From an optimization exercise on the open Yosys and OpenROAD flow, aimed at a short achievable clock period and few clock cycles per item; shortcuts taken in it are not production practice.
Function was checked by simulation only, so behaviour that the tests miss may differ from the original.
Power figures rest on the tool's default switching activity, not on a simulated workload.

oak:
==> flow/design.v <==
package vft_pkg;
  localparam logic OP_COUNT = 1'b0;
  localparam logic OP_READ  = 1'b1;
  localparam logic [2:0] ST_NEW         = 3'd0;
  localparam logic [2:0] ST_INCREMENTED = 3'd1;
  localparam logic [2:0] ST_FULL        = 3'd2;
  localparam logic [2:0] ST_READ_OK     = 3'd3;
  localparam logic [2:0] ST_UNUSED      = 3'd4;
  localparam logic [31:0] COUNT_MAX = 32'hFFFF_FFFF;
  typedef struct packed {
    logic               operation;
    logic signed [31:0] value;
    logic        [3:0]  index;
  } vft_in_t;
  typedef struct packed {
    logic signed [31:0] entry_value;
    logic        [31:0] entry_count;
    logic        [2:0]  status;
    logic        [4:0]  used_entries;
  } vft_out_t;
  typedef struct packed {
    logic [31:0] value;
    logic [31:0] count;
  } vft_entry_t;
  typedef enum logic [2:0] {
    S_IDLE,
    S_SCAN,
    S_APPEND,
    S_RDWAIT,
    S_DONE
  } vft_state_e;
endpackage
module value_frequency_table_core #(
  parameter int ENTRIES = 16
) (
  input  logic        clk_i,
  input  logic        rst_ni,
  input  logic        in_valid_i,
  output logic        in_ready_o,
  input  logic [36:0] in_data_i,
  output logic        out_valid_o,
  input  logic        out_ready_i,
  output logic [71:0] out_data_o
);
  localparam int N    = ENTRIES;
  localparam int FW   = $clog2(N + 1);
  localparam int CAP  = 4;            
  localparam int CW   = $clog2(CAP + 1);
  logic [N-1:0][31:0] tv_q;       
  logic [N-1:0][31:0] tc_q;       
  logic [N-1:0]       valid_q;    
  logic [N-1:0]       slot_q;     
  logic               full_q;     
  logic [FW-1:0]      fill_q;
  logic        in_ready_q;
  logic         b_vld_q;
  logic         b_op_q;
  logic [31:0]  b_val_q;
  logic [3:0]   b_idx_q;
  logic         b_new;
  localparam int NB = 4;              
  localparam int BW = 32 / NB;
  logic                  acc;
  logic [31:0]           a_val;
  logic [N-1:0][NB-1:0]  peq_d, peq_q;    
  logic [NB-1:0]         pby_d, pby_q;    
  assign acc   = in_valid_i & in_ready_q;
  assign a_val = in_data_i[35:4];
  always_comb begin
    for (int j = 0; j < NB; j++) begin
      pby_d[j] = (b_val_q[j*BW +: BW] == a_val[j*BW +: BW]);
      for (int k = 0; k < N; k++) begin
        peq_d[k][j] = (tv_q[k][j*BW +: BW] == a_val[j*BW +: BW]);
      end
    end
  end
  always_ff @(posedge clk_i or negedge rst_ni) begin
    if (!rst_ni) begin
      b_vld_q <= 1'b0;
    end else begin
      b_vld_q <= acc;
    end
  end
  always_ff @(posedge clk_i) begin
    b_op_q  <= in_data_i[36];
    b_val_q <= a_val;
    b_idx_q <= in_data_i[3:0];
    peq_q   <= peq_d;
    pby_q   <= pby_d;
  end
  logic         y_new_q;     
  logic [N-1:0] y_slot_q;    
  logic [N-1:0] hit_w;
  always_ff @(posedge clk_i or negedge rst_ni) begin
    if (!rst_ni) begin
      y_new_q <= 1'b0;
    end else begin
      y_new_q <= b_new;
    end
  end
  always_ff @(posedge clk_i) begin
    y_slot_q <= slot_q;
  end
  always_comb begin
    for (int k = 0; k < N; k++) begin
      hit_w[k] = b_vld_q & (b_op_q == vft_pkg::OP_COUNT) & valid_q[k] &
                 ((y_new_q & y_slot_q[k]) ? (&pby_q) : (&peq_q[k]));
    end
  end
  logic               b_anyhit;
  logic               b_miss;      
  logic [N-1:0][31:0] tc_inc;      
  logic [N-1:0]       sel_d;
  logic               rd_ok;
  logic [2:0]         status_d;
  assign b_anyhit = |hit_w;
  assign b_miss   = (b_op_q == vft_pkg::OP_COUNT) & ~b_anyhit & ~full_q;
  assign b_new    = b_vld_q & b_miss;
  assign rd_ok    = valid_q[b_idx_q];
  always_comb begin
    for (int k = 0; k < N; k++) begin
      tc_inc[k] = (tc_q[k] == vft_pkg::COUNT_MAX) ? tc_q[k] : tc_q[k] + 32'd1;
      sel_d[k]  = hit_w[k] | (b_miss & slot_q[k]) |
                  ((b_op_q == vft_pkg::OP_READ) & valid_q[k] & (b_idx_q == k[3:0]));
    end
    if (b_op_q == vft_pkg::OP_READ) begin
      status_d = rd_ok ? vft_pkg::ST_READ_OK : vft_pkg::ST_UNUSED;
    end else if (b_anyhit) begin
      status_d = vft_pkg::ST_INCREMENTED;
    end else begin
      status_d = full_q ? vft_pkg::ST_FULL : vft_pkg::ST_NEW;
    end
  end
  for (genvar k = 0; k < N; k++) begin : g_entry
    always_ff @(posedge clk_i) begin
      if (slot_q[k]) begin
        tv_q[k] <= b_val_q;
        tc_q[k] <= 32'd1;
      end else if (hit_w[k]) begin
        tc_q[k] <= tc_inc[k];
      end
    end
  end
  always_ff @(posedge clk_i or negedge rst_ni) begin
    if (!rst_ni) begin
      valid_q <= '0;
      slot_q  <= N'(1);
      full_q  <= 1'b0;
      fill_q  <= '0;
    end else if (b_new) begin
      valid_q <= valid_q | slot_q;
      slot_q  <= {slot_q[N-2:0], 1'b0};
      full_q  <= slot_q[N-1];
      fill_q  <= fill_q + FW'(1);
    end
  end
  logic         r_vld_q;
  logic         r_op_q;
  logic [N-1:0] r_sel_q;
  logic [2:0]   r_status_q;
  logic [31:0]  r_val_q;
  logic [31:0]  r_vmux, r_cmux;
  logic [71:0]  res_w;
  always_ff @(posedge clk_i or negedge rst_ni) begin
    if (!rst_ni) begin
      r_vld_q <= 1'b0;
    end else begin
      r_vld_q <= b_vld_q;
    end
  end
  always_ff @(posedge clk_i) begin
    r_op_q     <= b_op_q;
    r_sel_q    <= sel_d;
    r_status_q <= status_d;
    r_val_q    <= b_val_q;
  end
  always_comb begin
    r_vmux = '0;
    r_cmux = '0;
    for (int k = 0; k < N; k++) begin
      r_vmux = r_vmux | ({32{r_sel_q[k]}} & tv_q[k]);
      r_cmux = r_cmux | ({32{r_sel_q[k]}} & tc_q[k]);
    end
  end
  assign res_w = {((r_op_q == vft_pkg::OP_READ) ? r_vmux : r_val_q), r_cmux, r_status_q,
                  5'(fill_q)};
  localparam int QW = $clog2(CAP);
  logic              ov_q;
  logic [71:0]       head_q;
  logic [CAP-1:0][71:0] q_q;
  logic [QW-1:0]     rp_q, wp_q, rp_nx;
  logic [CW-1:0]     qn_q;
  logic              q_any;
  logic              take;
  logic [71:0]       cand_hold, cand_take, cand_rdy;
  assign q_any = (qn_q != '0);
  assign take  = q_any & out_ready_i;
  assign rp_nx = (rp_q == QW'(CAP - 1)) ? '0 : rp_q + QW'(1);
  assign cand_hold = (qn_q == '0)     ? res_w : q_q[rp_q];
  assign cand_take = (qn_q == CW'(1)) ? res_w : q_q[rp_nx];
  assign cand_rdy  = q_any ? cand_take : cand_hold;
  always_ff @(posedge clk_i or negedge rst_ni) begin
    if (!rst_ni) begin
      ov_q <= 1'b0;
      rp_q <= '0;
      wp_q <= '0;
      qn_q <= '0;
    end else begin
      if (take) begin
        ov_q <= (qn_q > CW'(1)) | r_vld_q;
        rp_q <= rp_nx;
      end else begin
        ov_q <= q_any | r_vld_q;
      end
      if (r_vld_q) begin
        wp_q <= (wp_q == QW'(CAP - 1)) ? '0 : wp_q + QW'(1);
      end
      qn_q <= qn_q + CW'(r_vld_q) - CW'(take);
    end
  end
  always_ff @(posedge clk_i) begin
    head_q <= out_ready_i ? cand_rdy : cand_hold;
    for (int s = 0; s < CAP; s++) begin
      if (r_vld_q && (wp_q == QW'(s))) begin
        q_q[s] <= res_w;
      end
    end
  end
  assign out_valid_o = ov_q;
  assign out_data_o  = head_q;
  logic [CW-1:0] cred_q;
  always_ff @(posedge clk_i or negedge rst_ni) begin
    if (!rst_ni) begin
      cred_q <= '0;
    end else begin
      cred_q <= cred_q + CW'(acc) - CW'(take);
    end
  end
  always_ff @(posedge clk_i) begin
    if (acc && !take) begin
      in_ready_q <= (32'(cred_q) + 1 < CAP);
    end else if (!acc && take) begin
      in_ready_q <= 1'b1;
    end else begin
      in_ready_q <= (32'(cred_q) < CAP);
    end
  end
  assign in_ready_o = in_ready_q;
endmodule
module vft_top (
  input  logic        clk_i,
  input  logic        rst_ni,
  input  logic        in_valid_i,
  output logic        in_ready_o,
  input  logic [36:0] in_data_i,
  output logic        out_valid_o,
  input  logic        out_ready_i,
  output logic [71:0] out_data_o
);
  value_frequency_table_core #(
    .ENTRIES (16)
  ) u_core (
    .clk_i       (clk_i),
    .rst_ni      (rst_ni),
    .in_valid_i  (in_valid_i),
    .in_ready_o  (in_ready_o),
    .in_data_i   (in_data_i),
    .out_valid_o (out_valid_o),
    .out_ready_i (out_ready_i),
    .out_data_o  (out_data_o)
  );
endmodule
export LEC_CHECK = 0
export ABC_CLOCK_PERIOD_IN_PS = 2500
export CAP_MARGIN = 20
export CORE_MARGIN = 2
export CORE_UTILIZATION = 45
export CTS_CLUSTER_DIAMETER = 100
export CTS_CLUSTER_SIZE = 20
export SLEW_MARGIN = 20
create_clock -name core_clock -period 8.0 [get_ports {clk_i}]
standard.sh (not shown) runs the stock make flow with config.mk's settings and CLKGATE_MAP_FILE= SYNTH_SCRIPT=/design/flow/synth_recipe.tcl, a recipe that flattens the netlist after the stock synthesis.
==> flow/flow/run.sh <==
#!/bin/bash
set -euo pipefail
bash standard.sh synth > synth.log 2>&1
bash standard.sh \
  "BUFFER_PORTS_ARGS=-buffer_cell sky130_fd_sc_hd__buf_4" \
  "IO_CONSTRAINTS=$PWD/flow/io.tcl" \
  "SETUP_SLACK_MARGIN=${MARGIN:-5.5}" \
  finish > layout.log 2>&1
test -s out/final.def
==> flow/flow/io.tcl <==
# Result side on the right edge, word side on the left edge.
set_io_pin_constraint -pin_names {out_data_o[*] out_valid_o out_ready_i in_ready_o} -region right:*
set_io_pin_constraint -pin_names {in_data_i[*] in_valid_i} -region left:*
Testbench counts of oak, summed over its fixed seeds: cycles 12,992, items 12,800.
Input-level comparison between pine and oak:
--- a/flow/design.v
+++ b/flow/design.v
@@ -54,76 +54,55 @@
   logic [FW-1:0]      fill_q;
   logic        in_ready_q;
   logic         b_vld_q;
   logic         b_op_q;
   logic [31:0]  b_val_q;
   logic [3:0]   b_idx_q;
+  logic [N-1:0] hit_q;
   logic         b_new;
-  localparam int NB = 4;              
-  localparam int BW = 32 / NB;
-  logic                  acc;
-  logic [31:0]           a_val;
-  logic [N-1:0][NB-1:0]  peq_d, peq_q;    
-  logic [NB-1:0]         pby_d, pby_q;    
+  logic         acc;
+  logic [31:0]  a_val;
+  logic [N-1:0] hit_d;
+  logic         byp_w;
   assign acc   = in_valid_i & in_ready_q;
   assign a_val = in_data_i[35:4];
   always_comb begin
-    for (int j = 0; j < NB; j++) begin
-      pby_d[j] = (b_val_q[j*BW +: BW] == a_val[j*BW +: BW]);
-      for (int k = 0; k < N; k++) begin
-        peq_d[k][j] = (tv_q[k][j*BW +: BW] == a_val[j*BW +: BW]);
-      end
+    byp_w = b_new & (b_val_q == a_val);
+    for (int k = 0; k < N; k++) begin
+      hit_d[k] = acc & (in_data_i[36] == vft_pkg::OP_COUNT) &
+                 ((valid_q[k] & (tv_q[k] == a_val)) | (byp_w & slot_q[k]));
     end
   end
   always_ff @(posedge clk_i or negedge rst_ni) begin
     if (!rst_ni) begin
       b_vld_q <= 1'b0;
+      hit_q   <= '0;
     end else begin
       b_vld_q <= acc;
+      hit_q   <= hit_d;
     end
   end
   always_ff @(posedge clk_i) begin
     b_op_q  <= in_data_i[36];
     b_val_q <= a_val;
     b_idx_q <= in_data_i[3:0];
-    peq_q   <= peq_d;
-    pby_q   <= pby_d;
-  end
-  logic         y_new_q;     
-  logic [N-1:0] y_slot_q;    
-  logic [N-1:0] hit_w;
-  always_ff @(posedge clk_i or negedge rst_ni) begin
-    if (!rst_ni) begin
-      y_new_q <= 1'b0;
-    end else begin
-      y_new_q <= b_new;
-    end
-  end
-  always_ff @(posedge clk_i) begin
-    y_slot_q <= slot_q;
-  end
-  always_comb begin
-    for (int k = 0; k < N; k++) begin
-      hit_w[k] = b_vld_q & (b_op_q == vft_pkg::OP_COUNT) & valid_q[k] &
-                 ((y_new_q & y_slot_q[k]) ? (&pby_q) : (&peq_q[k]));
-    end
   end
   logic               b_anyhit;
   logic               b_miss;      
   logic [N-1:0][31:0] tc_inc;      
   logic [N-1:0]       sel_d;
   logic               rd_ok;
   logic [2:0]         status_d;
-  assign b_anyhit = |hit_w;
+  assign b_anyhit = |hit_q;
   assign b_miss   = (b_op_q == vft_pkg::OP_COUNT) & ~b_anyhit & ~full_q;
   assign b_new    = b_vld_q & b_miss;
   assign rd_ok    = valid_q[b_idx_q];
   always_comb begin
     for (int k = 0; k < N; k++) begin
       tc_inc[k] = (tc_q[k] == vft_pkg::COUNT_MAX) ? tc_q[k] : tc_q[k] + 32'd1;
-      sel_d[k]  = hit_w[k] | (b_miss & slot_q[k]) |
+      sel_d[k]  = hit_q[k] | (b_miss & slot_q[k]) |
                   ((b_op_q == vft_pkg::OP_READ) & valid_q[k] & (b_idx_q == k[3:0]));
     end
     if (b_op_q == vft_pkg::OP_READ) begin
       status_d = rd_ok ? vft_pkg::ST_READ_OK : vft_pkg::ST_UNUSED;
     end else if (b_anyhit) begin
       status_d = vft_pkg::ST_INCREMENTED;
@@ -133,13 +112,13 @@
   end
   for (genvar k = 0; k < N; k++) begin : g_entry
     always_ff @(posedge clk_i) begin
       if (slot_q[k]) begin
         tv_q[k] <= b_val_q;
         tc_q[k] <= 32'd1;
-      end else if (hit_w[k]) begin
+      end else if (hit_q[k]) begin
         tc_q[k] <= tc_inc[k];
       end
     end
   end
   always_ff @(posedge clk_i or negedge rst_ni) begin
     if (!rst_ni) begin
- Taking oak as the reference, in pine sequential cell fraction of total power shows a reduction of 1.1 points; non-clock buffer count shows an increase of 5.2%; sequential-cell power consumption shows a reduction of about 5.6%; sequential cell count shows a reduction of 4.3%.
- Looking at clock network power share across oak and pine, the one that comes out higher is pine.
- Per the comparison of pine with oak, number of storage elements in the synthesis netlist went down; final-layout worst hold slack +0.0084 ns; final sum of negative setup slack held; post-synthesis share of cell area spent on and, or, nand and nor gates shows an increase of 0.47 points; synthesized cell count went up.
- Between pine and oak, it is pine whose maximum frequency is higher, by about 3.6%.
- Min fraction of the cycle the final worst path needs across oak and pine: pine
- The sequential share of layout area in pine was lower than what oak gave.
Testbench counts of pine, summed over its fixed seeds: cycles 12,992, items 12,800.

what the ideal ports hide:
The flow's constraints put no driver on any port. The routed layouts listed below were extracted and timed again, unchanged, in two steps. Step 1 assumes that a clkbuf_16 drives the clock port and a buf_2 every other input. Step 2, shift: input delay + t, output delay - t, t = (earliest + latest rising clock arrival at the registers) / 2. This alone moves slack from input paths to output paths. Three values: ideal ports, drivers, drivers and shift; two values: the first two.
run | t (ns) | slack for setup (ns) | latest minus earliest clock arrival (ns)
oak | 0.796 | 5.066 / 4.989 / 4.840 | 0.042 / 0.042
pine | 0.821 | 5.167 / 5.084 / 4.458 | 0.050 / 0.050
After both steps setup and hold are still met in every run listed. For pine, which loses most, drivers alone change the setup slack by -0.083 ns; drivers and shift together by -0.709 ns.
